This design comes from an exercise in tuning for small area, a short achievable clock period and few clock cycles per item on the open sky130 flow, not from production work. Function was checked by simulation only, so behaviour that the tests miss may differ from the original. Power is estimated from default activity; no workload was simulated.

## wip/quartz
Design DataPath, start of the top module:
module DataPath (
	input logic Clock,
	input logic rst,
	input logic pcIn,
	input logic irIn,
	input logic yIn,
	input logic marIn,
	input logic mdrIn,
	input logic zIn,
	input logic [15:0] regIn,
	input logic pcOut,
	input logic irOut,
	input logic zHiOut,
	input logic zLoOut,
	input logic mdrOut,
	input logic [15:0] regOut,
	input logic read,
	input logic incPc,
	input logic [3:0] aluOp,
	input logic [31:0] mdataIn,
	input logic mdReq,
	output logic mdAck,
	output logic [31:0] busOut,
	output logic [31:0] memAddr
);
export LEC_CHECK = 0
export ABC_AREA = 1
export CAP_MARGIN = 20
export CORE_MARGIN = 2
export CORE_UTILIZATION = 30
export CTS_BUF_LIST = sky130_fd_sc_hd__clkbuf_8
export SETUP_SLACK_MARGIN = 4.5
export SLEW_MARGIN = 20
create_clock -name core_clock -period 10.0 [get_ports {Clock}]
run.sh (not shown) runs the stock make flow with config.mk's settings and CLKGATE_MAP_FILE= SYNTH_SCRIPT=/design/flow/synth_recipe.tcl, a recipe that flattens the netlist after the stock synthesis.
wip/quartz reached the end of the flow, and the finished layout is clean on the timing, design-rule and antenna checks.
Testbench counts of wip/quartz, summed over its fixed seeds: cycles 146,723, items 20,000.
Setup changes, wip/quartz to wip/willow
- CORE_UTILIZATION now 50, was 30
- SETUP_SLACK_MARGIN now 4.0, was 4.5
## What came out
Compared with wip/quartz, wip/willow shows total die area that has gone down by more than a quarter.
Going from wip/quartz to wip/willow, worst setup slack after layout shows a reduction of 0.22 ns, worst hold slack saw an increase.
Input-level comparison between wip/amber and wip/willow:
- CORE_UTILIZATION changed from 50 to 55
- CTS_BUF_LIST removed (was sky130_fd_sc_hd__clkbuf_8)
- SETUP_SLACK_MARGIN changed from 4.0 to 3.5
==> comparison <==
wip/amber ended up with a lower number of buffers created by CTS than wip/willow did.
Against wip/willow, wip/amber comes in 2.2 points lower on share of total power in combinational logic.
Run comparison: wip/amber termination of the worst setup path busOut[19]; wip/willow termination of the worst setup path busOut[31]
wip/amber ends up with a setup slack at placement that is 0.029 ns lower than in wip/willow.
What wip/ember does differently from wip/amber at the input level:
- swapping 3.5 for 4.5 in SETUP_SLACK_MARGIN
- swapping 55 for 30 in CORE_UTILIZATION
Notes after the runs:
- Transition time of the tightest slew-check pin was higher in wip/amber than in wip/ember.
- For wip/ember, the startpoint of the most critical setup path was regOut[9], unlike wip/amber, where it was regOut[1].
- When the final numbers for wip/ember and wip/amber were put side by side, the ratio of final minimum period to clock period turned out to be smaller in wip/ember.
- The final critical-path required period in wip/ember sits 0.63 ns below the value recorded for wip/amber.
- From wip/amber to wip/ember the numbers moved as follows: proportion of layout cells with a drive suffix above 1 higher; via count picked up an extra 2.3%.
- wip/ember reports its library cell contributing the largest single delay on the critical path as nand4_1 while wip/amber reports clkdlybuf4s50_1.

---

DataPath again, from the RTL that the note above started with.
// DataPath
module DataPath (
	input logic Clock,
	input logic rst,
	input logic pcIn,
	input logic irIn,
	input logic yIn,
	input logic marIn,
	input logic mdrIn,
	input logic zIn,
	input logic [15:0] regIn,
	input logic pcOut,
	input logic irOut,
	input logic zHiOut,
	input logic zLoOut,
	input logic mdrOut,
	input logic [15:0] regOut,
	input logic read,
	input logic incPc,
	input logic [3:0] aluOp,
	input logic [31:0] mdataIn,
	input logic mdReq,
	output logic mdAck,
	output logic [31:0] busOut,
	output logic [31:0] memAddr
);
	localparam int NumRegs = 16;
	logic [NumRegs*dataPkg::WordBits-1:0] regs;
	dataPkg::wordT pc, ir, y;
	dataPkg::wordT mdr;
	dataPkg::wordT zHi, zLo;
	dataPkg::wordT busM;   
	logic mdReqInt;
	logic mdIsDiv;
	dataPkg::wordT mdA, mdB, mdANorm;
	logic [4:0] mdNormAmt;
	logic mdAckInt;
	logic mdALtB;
	dataPkg::dwordT mdResult;
	assign busM = busOut & {dataPkg::WordBits{~rst}};
	RegisterFile #(.NumRegs(NumRegs)) regFile0 (
  ...
clock: 10.0 ns
lec_check: 0
abc_area: 1
cap_margin: 0
core_margin: 2
core_utilization: 40
cts_buf_list: sky130_fd_sc_hd__clkbuf_8
setup_slack_margin: 4.0
slew_margin: 0
The first run ran to the end with no violations.
Testbench counts at the start, summed over its fixed seeds: cycles 146,723, items 20,000.
==> next run, changes <==
--- a/flow/config.mk
+++ b/flow/config.mk
@@ -7,8 +7,8 @@
 export LEC_CHECK = 0
 export ABC_AREA = 1
-export CAP_MARGIN = 0
+export CAP_MARGIN = 20
 export CORE_MARGIN = 2
-export CORE_UTILIZATION = 40
+export CORE_UTILIZATION = 50
 export CTS_BUF_LIST = sky130_fd_sc_hd__clkbuf_8
-export SETUP_SLACK_MARGIN = 4.0
-export SLEW_MARGIN = 0
+export SETUP_SLACK_MARGIN = 5.0
+export SLEW_MARGIN = 20
=> Design area grows by 12%. Worst setup slack improved by 0.084 ns. Area after synthesis does not change. Non-clock buffer count grows by 251. Wire length grows by 9.6%. Via count grows by 7.5%. Power grows by 8.3%. Synthesized cell count does not change. Utilization grows by 19 points. Maximum frequency grows by 1.4%.
==> next run, changes <==
--- a/flow/config.mk
+++ b/flow/config.mk
@@ -9,6 +9,6 @@
 export CAP_MARGIN = 20
 export CORE_MARGIN = 2
-export CORE_UTILIZATION = 50
+export CORE_UTILIZATION = 40
 export CTS_BUF_LIST = sky130_fd_sc_hd__clkbuf_8
-export SETUP_SLACK_MARGIN = 5.0
+export SETUP_SLACK_MARGIN = 4.0
 export SLEW_MARGIN = 20
After rerunning: The new run ran to the end with no violations. Power fell by 8.0%. Die area rose by 25%. Cell area fell by 11%.
==> next run, changes <==
--- a/flow/config.mk
+++ b/flow/config.mk
@@ -9,6 +9,5 @@
 export CAP_MARGIN = 20
 export CORE_MARGIN = 2
-export CORE_UTILIZATION = 40
-export CTS_BUF_LIST = sky130_fd_sc_hd__clkbuf_8
-export SETUP_SLACK_MARGIN = 4.0
+export CORE_UTILIZATION = 30
+export SETUP_SLACK_MARGIN = 3.5
 export SLEW_MARGIN = 20
=> Synthesized area does not change. Clock power rises by roughly a tenth. Setup slack loses 0.44 ns. Clock skew falls by 0.018 ns. Total power rises slightly. Synthesized cell count is unchanged. Cell count rises by a few percent. Routed wire length falls by a little under a tenth.

[re-timing with driven ports]
No port has a modelled driver above. Below, the same layouts with a new extraction and two added sets of constraints.
Step 1: set_driving_cell puts a clkbuf_16 on Clock and a buf_2 on each other input, an assumption about the parent block.
Step 2 adds t to the input delays and takes it off the output delays; t is the mean of the earliest and latest rising clock arrival at the registers after step 1. Input paths then give back, and output paths get back, about the clock's delay inside the block.
a / b / c = ideal ports / drivers / drivers and shift; a / b = the first two.
| run | t, ns | slack for setup (ns) | clock arrival spread, ns |
|---|---|---|---|
| wip/quartz | 0.954 | 4.193 / 4.138 / 3.344 | 0.103 / 0.103 |
| wip/willow | 0.913 | 3.971 / 3.917 / 3.196 | 0.050 / 0.049 |
| wip/amber | 0.744 | 3.524 / 3.411 / 2.761 | 0.043 / 0.042 |
| wip/ember | 0.788 | 4.156 / 4.101 / 3.486 | 0.040 / 0.039 |
| the first run of note 2 | 0.909 | 4.020 / 3.994 / 3.191 | 0.059 / 0.059 |
| the second run of note 2 | 0.925 | 4.103 / 4.027 / 3.353 | 0.064 / 0.065 |
| the third run of note 2 | 0.929 | 4.019 / 3.999 / 3.163 | 0.049 / 0.050 |
| the fourth run of note 2 | 0.776 | 3.580 / 3.538 / 2.951 | 0.033 / 0.033 |
After both steps setup and hold are still met in every run listed. The setup slack of the third run of note 2, which loses most, moves by -0.020 ns with the drivers and by -0.856 ns with both steps.
